This is an optimization exercise on Yosys and OpenROAD, whose aim is small area, a short achievable clock period and few clock cycles, not a production implementation.
At most, simulation tests tie the RTL to the original design; equivalence was not proved.
Power and IR drop assume default switching activity.

Design cic_decim, start of the top module:
module cic_decim #(
  parameter int unsigned IN_W       = 16,
  parameter int unsigned OUT_W      = 16,
  parameter int unsigned STAGES     = 4,
  parameter int unsigned RATE       = 125,
  parameter int unsigned DIFF_DELAY = 1,
  parameter int unsigned CHANNELS   = 2,
  parameter int unsigned CH_W       = cic_decim_pkg::cic_ch_w(CHANNELS)
) (
  input  logic             clk,
  input  logic             reset_n,
  input  logic [IN_W-1:0]  in_data,
  input  logic [CH_W-1:0]  in_channel,
  input  logic             in_valid,
  output logic             in_ready,
  input  logic [1:0]       in_error,
  input  logic             in_startofpacket,
  input  logic             in_endofpacket,
  output logic [OUT_W-1:0] out_data,
  output logic [CH_W-1:0]  out_channel,
  output logic             out_valid,
  input  logic             out_ready,
  output logic [1:0]       out_error,
  output logic             out_startofpacket,
  output logic             out_endofpacket
);
==> flow/config.mk <==
export PLATFORM = sky130hd
export DESIGN_NAME = cic_decim
export DESIGN_NICKNAME = cic_decim
export VERILOG_FILES = /design/flow/design.v
export SDC_FILE = /design/flow/constraint.sdc
export NUM_CORES = 4
export LEC_CHECK = 0
export CAP_MARGIN = 20
export CORE_MARGIN = 2
export CORE_UTILIZATION = 60
export CTS_BUF_LIST = sky130_fd_sc_hd__clkbuf_16
export CTS_CLUSTER_DIAMETER = 90
export CTS_CLUSTER_SIZE = 30
export SLEW_MARGIN = 20
==> flow/constraint.sdc <==
create_clock -name core_clock -period 18.0 [get_ports {clk}]
set_input_delay 3.6000 -clock core_clock [delete_from_list [all_inputs] [get_ports {clk}]]
set_output_delay 3.6000 -clock core_clock [all_outputs]
set_load 0.01 [all_outputs]
standard.sh (not shown) runs the stock make flow with config.mk's settings and CLKGATE_MAP_FILE= SYNTH_SCRIPT=/design/flow/synth_recipe.tcl, a recipe that flattens the netlist after the stock synthesis.
==> flow/flow/run.sh <==
#!/bin/bash
# Layout flow: the standard layout (standard.sh, ORFS from synthesis to the final layout)
# with three changes:
# * the buffers that ORFS puts on every input and output port are buf_2 cells (ORFS otherwise
#   picks its own, slow buffer cell for them);
# * clock tree synthesis inserts no dummy loads;
# * repair_timing works towards a setup slack of 13.2 ns, so it speeds up the paths that would
#   otherwise stay slower than the port paths.
# make's full output (every tool it runs) goes to flow.log in the work folder; ORFS keeps each
# step's own log under orfs/logs/.
set -euo pipefail
export BUFFER_PORTS_ARGS="-buffer_cell sky130_fd_sc_hd__buf_2"
export SETUP_SLACK_MARGIN=13.2
export CTS_ARGS="-sink_clustering_enable -repair_clock_nets -buf_list sky130_fd_sc_hd__clkbuf_16 -sink_clustering_size 30 -sink_clustering_max_diameter 90 -dont_use_dummy_load"
bash standard.sh > flow.log 2>&1
The starting point completed with no timing, DRC or antenna violations.
Then changed:
--- a/flow/design.v
+++ b/flow/design.v
@@ -69,13 +69,13 @@
   localparam int unsigned W    = IN_W + cic_decim_pkg::cic_growth(RATE, DIFF_DELAY, STAGES);
   localparam int unsigned PH_W = $clog2(RATE);
   logic unused_eop;
   assign unused_eop = in_endofpacket;
   logic [1:0]      rst_sh;       
   logic            clr_dly;      
-  logic [6:0]      pos;          
+  logic [5:0]      pos;          
   logic            in_ready_q;
   logic            iv;           
   logic            go_q;         
   logic            cons_q;       
   logic            isd_q;        
   logic            exp_ch;
@@ -92,30 +92,30 @@
   logic            out_valid_q;
   logic [IN_W-1:0] id;
   logic            che, sok, algn;
   logic [1:0]      ierr;
   logic [W-1:0]    s0_a, s0_b, s0_c, s0_d, s0_w;
   logic [W-1:0]    s1_a, s1_b, s1_c, s1_d, s1_w;
-  logic [2:0][91:0] dr;          
+  logic [2:0][45:0][1:0] dr;     
   logic [1:0][1:0] res_err;
   logic [OUT_W-1:0] out_data_q;
   logic            out_ch_q, out_sop_q;
   logic [1:0]      out_err_q;
   logic clr_int, hd;
-  logic [6:0] kb;                
+  logic [5:0] kb;                
   logic       cch;               
   assign clr_int = rst_sh[1];
   assign hd      = pos[0];
-  assign kb      = cch ? pos - 7'd46 : pos;
+  assign kb      = cch ? pos - 6'd23 : pos;
   logic start, sch, order_ok, step, last;
-  assign sch      = (pos == 7'd46);    
+  assign sch      = (pos == 6'd23);    
   assign order_ok = !pend[~sch] || (older == sch);
-  assign start    = !act && (pos == 7'd0 || pos == 7'd46) && pend[sch] && order_ok && !out_valid_q;
+  assign start    = !act && (pos == 6'd0 || pos == 6'd23) && pend[sch] && order_ok && !out_valid_q;
   assign step     = start || act;
   assign cch      = act ? pch : sch;
-  assign last     = act && (kb == 7'(W - 1));
+  assign last     = act && (kb == 6'(W / 2 - 1));
   logic exp_ch_n, ld, iv_n, che_in, che_n, sok_n, algn_n, go_n, cons_n, isd_n;
   logic [1:0] pend_n, ph123_n, ph124_n, blk_n;
   logic [1:0][PH_W-1:0] ph_n;
   always_comb begin
     exp_ch_n = go_q ? ~che : exp_ch;
     ph_n = ph;
@@ -155,27 +155,26 @@
   assign sok_n  = ld ? (in_startofpacket || (in_channel == exp_ch_n)) : sok;
   assign algn_n = ld ? (che_in != hd) : !algn;
   assign go_n   = ld ? (in_valid && sel_go) : go_h;
   assign cons_n = ld ? (in_valid && sel_cons) : cons_h;
   assign isd_n  = ld ? (in_valid && sel_isd) : isd_h;
   logic [W-1:0] xg, ag, bg, cg, a_new, b_new, c_new, d_new;
-  assign xg    = go_q ? {{(W-IN_W){id[IN_W-1]}}, id} : '0;
+  assign xg = go_q ? {{(W-IN_W){id[IN_W-1]}}, id} : '0;
+  assign ag = go_q ? s0_a : '0;
+  assign bg = p2 ? s1_b : '0;
+  assign cg = p2 ? s1_c : '0;
   assign a_new = s0_a + xg;
-  assign ag    = go_q ? a_new : '0;
-  assign b_new = s0_b + ag;
-  assign bg    = p2 ? s1_b : '0;
+  assign b_new = s0_b + ag + xg;
   assign c_new = s1_c + bg;
-  assign cg    = p2 ? c_new : '0;
-  assign d_new = s1_d + cg;
-  logic [3:0] y;                 
+  assign d_new = s1_d + cg + bg;
+  logic [3:0][1:0] y;            
   logic [3:1] br_n;
   always_comb begin
-    y[0] = (hd == cch) ? s0_w[kb[5:0]] : s1_w[kb[5:0]];
+    y[0] = (hd == cch) ? s0_w[2*kb[4:0] +: 2] : s1_w[2*kb[4:0] +: 2];
     for (int i = 1; i <= 3; i++) begin
-      y[i]    = y[i-1] ^ dr[i-1][0] ^ br[i];
-      br_n[i] = (!y[i-1] && (dr[i-1][0] || br[i])) || (dr[i-1][0] && br[i]);
+      {br_n[i], y[i]} = {1'b0, y[i-1]} - {1'b0, dr[i-1][0]} - {2'b00, br[i]};
     end
   end
   always_ff @(posedge clk or negedge reset_n) begin
     if (!reset_n) begin
       rst_sh      <= 2'b11;
       clr_dly     <= 1'b1;
@@ -197,14 +196,14 @@
       p2          <= 1'b0;
       dmp         <= 1'b0;
       dz          <= 1'b0;
       out_valid_q <= 1'b0;
     end else begin
       rst_sh     <= {rst_sh[0], 1'b0};
-      if (pos == 7'd91) clr_dly <= 1'b0;
-      pos        <= (pos == 7'd91) ? 7'd0 : pos + 7'd1;
+      if (pos == 6'd45) clr_dly <= 1'b0;
+      pos        <= (pos == 6'd45) ? 6'd0 : pos + 6'd1;
       iv         <= iv_n;
       go_q       <= go_n;
       cons_q     <= cons_n;
       isd_q      <= isd_n;
       exp_ch     <= exp_ch_n;
       ph         <= ph_n;
@@ -249,15 +248,15 @@
     s0_a <= clr_int ? '0 : s1_a;
     s0_b <= clr_int ? '0 : s1_b;
     s0_c <= c_new;
     s0_d <= d_new;
     s0_w <= s1_w;
     for (int i = 0; i < 3; i++) begin
-      dr[i] <= {(step ? y[i] : (dr[i][0] && !clr_dly)), dr[i][91:1]};
-    end
-    if (step && kb >= 7'(W - OUT_W)) out_data_q <= {y[3], out_data_q[OUT_W-1:1]};
+      dr[i] <= {(step ? y[i] : (dr[i][0] & {2{!clr_dly}})), dr[i][45:1]};
+    end
+    if (step && kb >= 6'((W - OUT_W) / 2)) out_data_q <= {y[3], out_data_q[OUT_W-1:2]};
     if (last) begin
       out_ch_q   <= pch;
       out_sop_q  <= !pch;
       out_err_q  <= res_err[pch];
     end
   end
Effect:
- critical path depth went down by 21
- synthesized cell count went down by a few percent
- non-clock buffer count went down by 76
- die area went up slightly
- cell area went down by a few percent
- clock skew went up by 0.020 ns
- maximum frequency went up by roughly a tenth
- via count went down by a few percent
- sequential power went up by roughly a tenth
- routed wire length went down by roughly a tenth
Testbench counts after the change, summed over its fixed seeds: cycles 80,584.
Function not checked in the first run of this note: the RTL went through the layout flow alone.

## separate check: timing with driven ports
How much do the figures lean on ideal ports? The routed layouts below were timed once more, with nothing changed but the port constraints. Step 1: set_driving_cell puts a clkbuf_16 on clk and a buf_2 on each other input, an assumption about the parent block. Step 2 also shifts input and output timing later by t, the mid clock arrival at the registers, as if the neighbouring blocks saw the same clock. Slacks: ideal ports / drivers / drivers and shift; pairs: ideal ports / drivers.
| run | t, ns | setup WS [ns] | clock arrival spread, ns | slew at the worst register clock pin (ns) | worst data-port slew with drivers (ns) |
|---|---|---|---|---|---|
| the first run | 0.630 | 12.674 / 12.674 / 12.674 | 0.066 / 0.066 | 0.11 / 0.11 | 0.06 |
| the second run | 0.607 | 13.178 / 13.119 / 13.083 | 0.082 / 0.083 | 0.11 / 0.11 | 0.06 |
After both steps setup and hold are still met in every run listed. The setup slack of the second run, which loses most, moves by -0.059 ns with the drivers and by -0.095 ns with both steps.
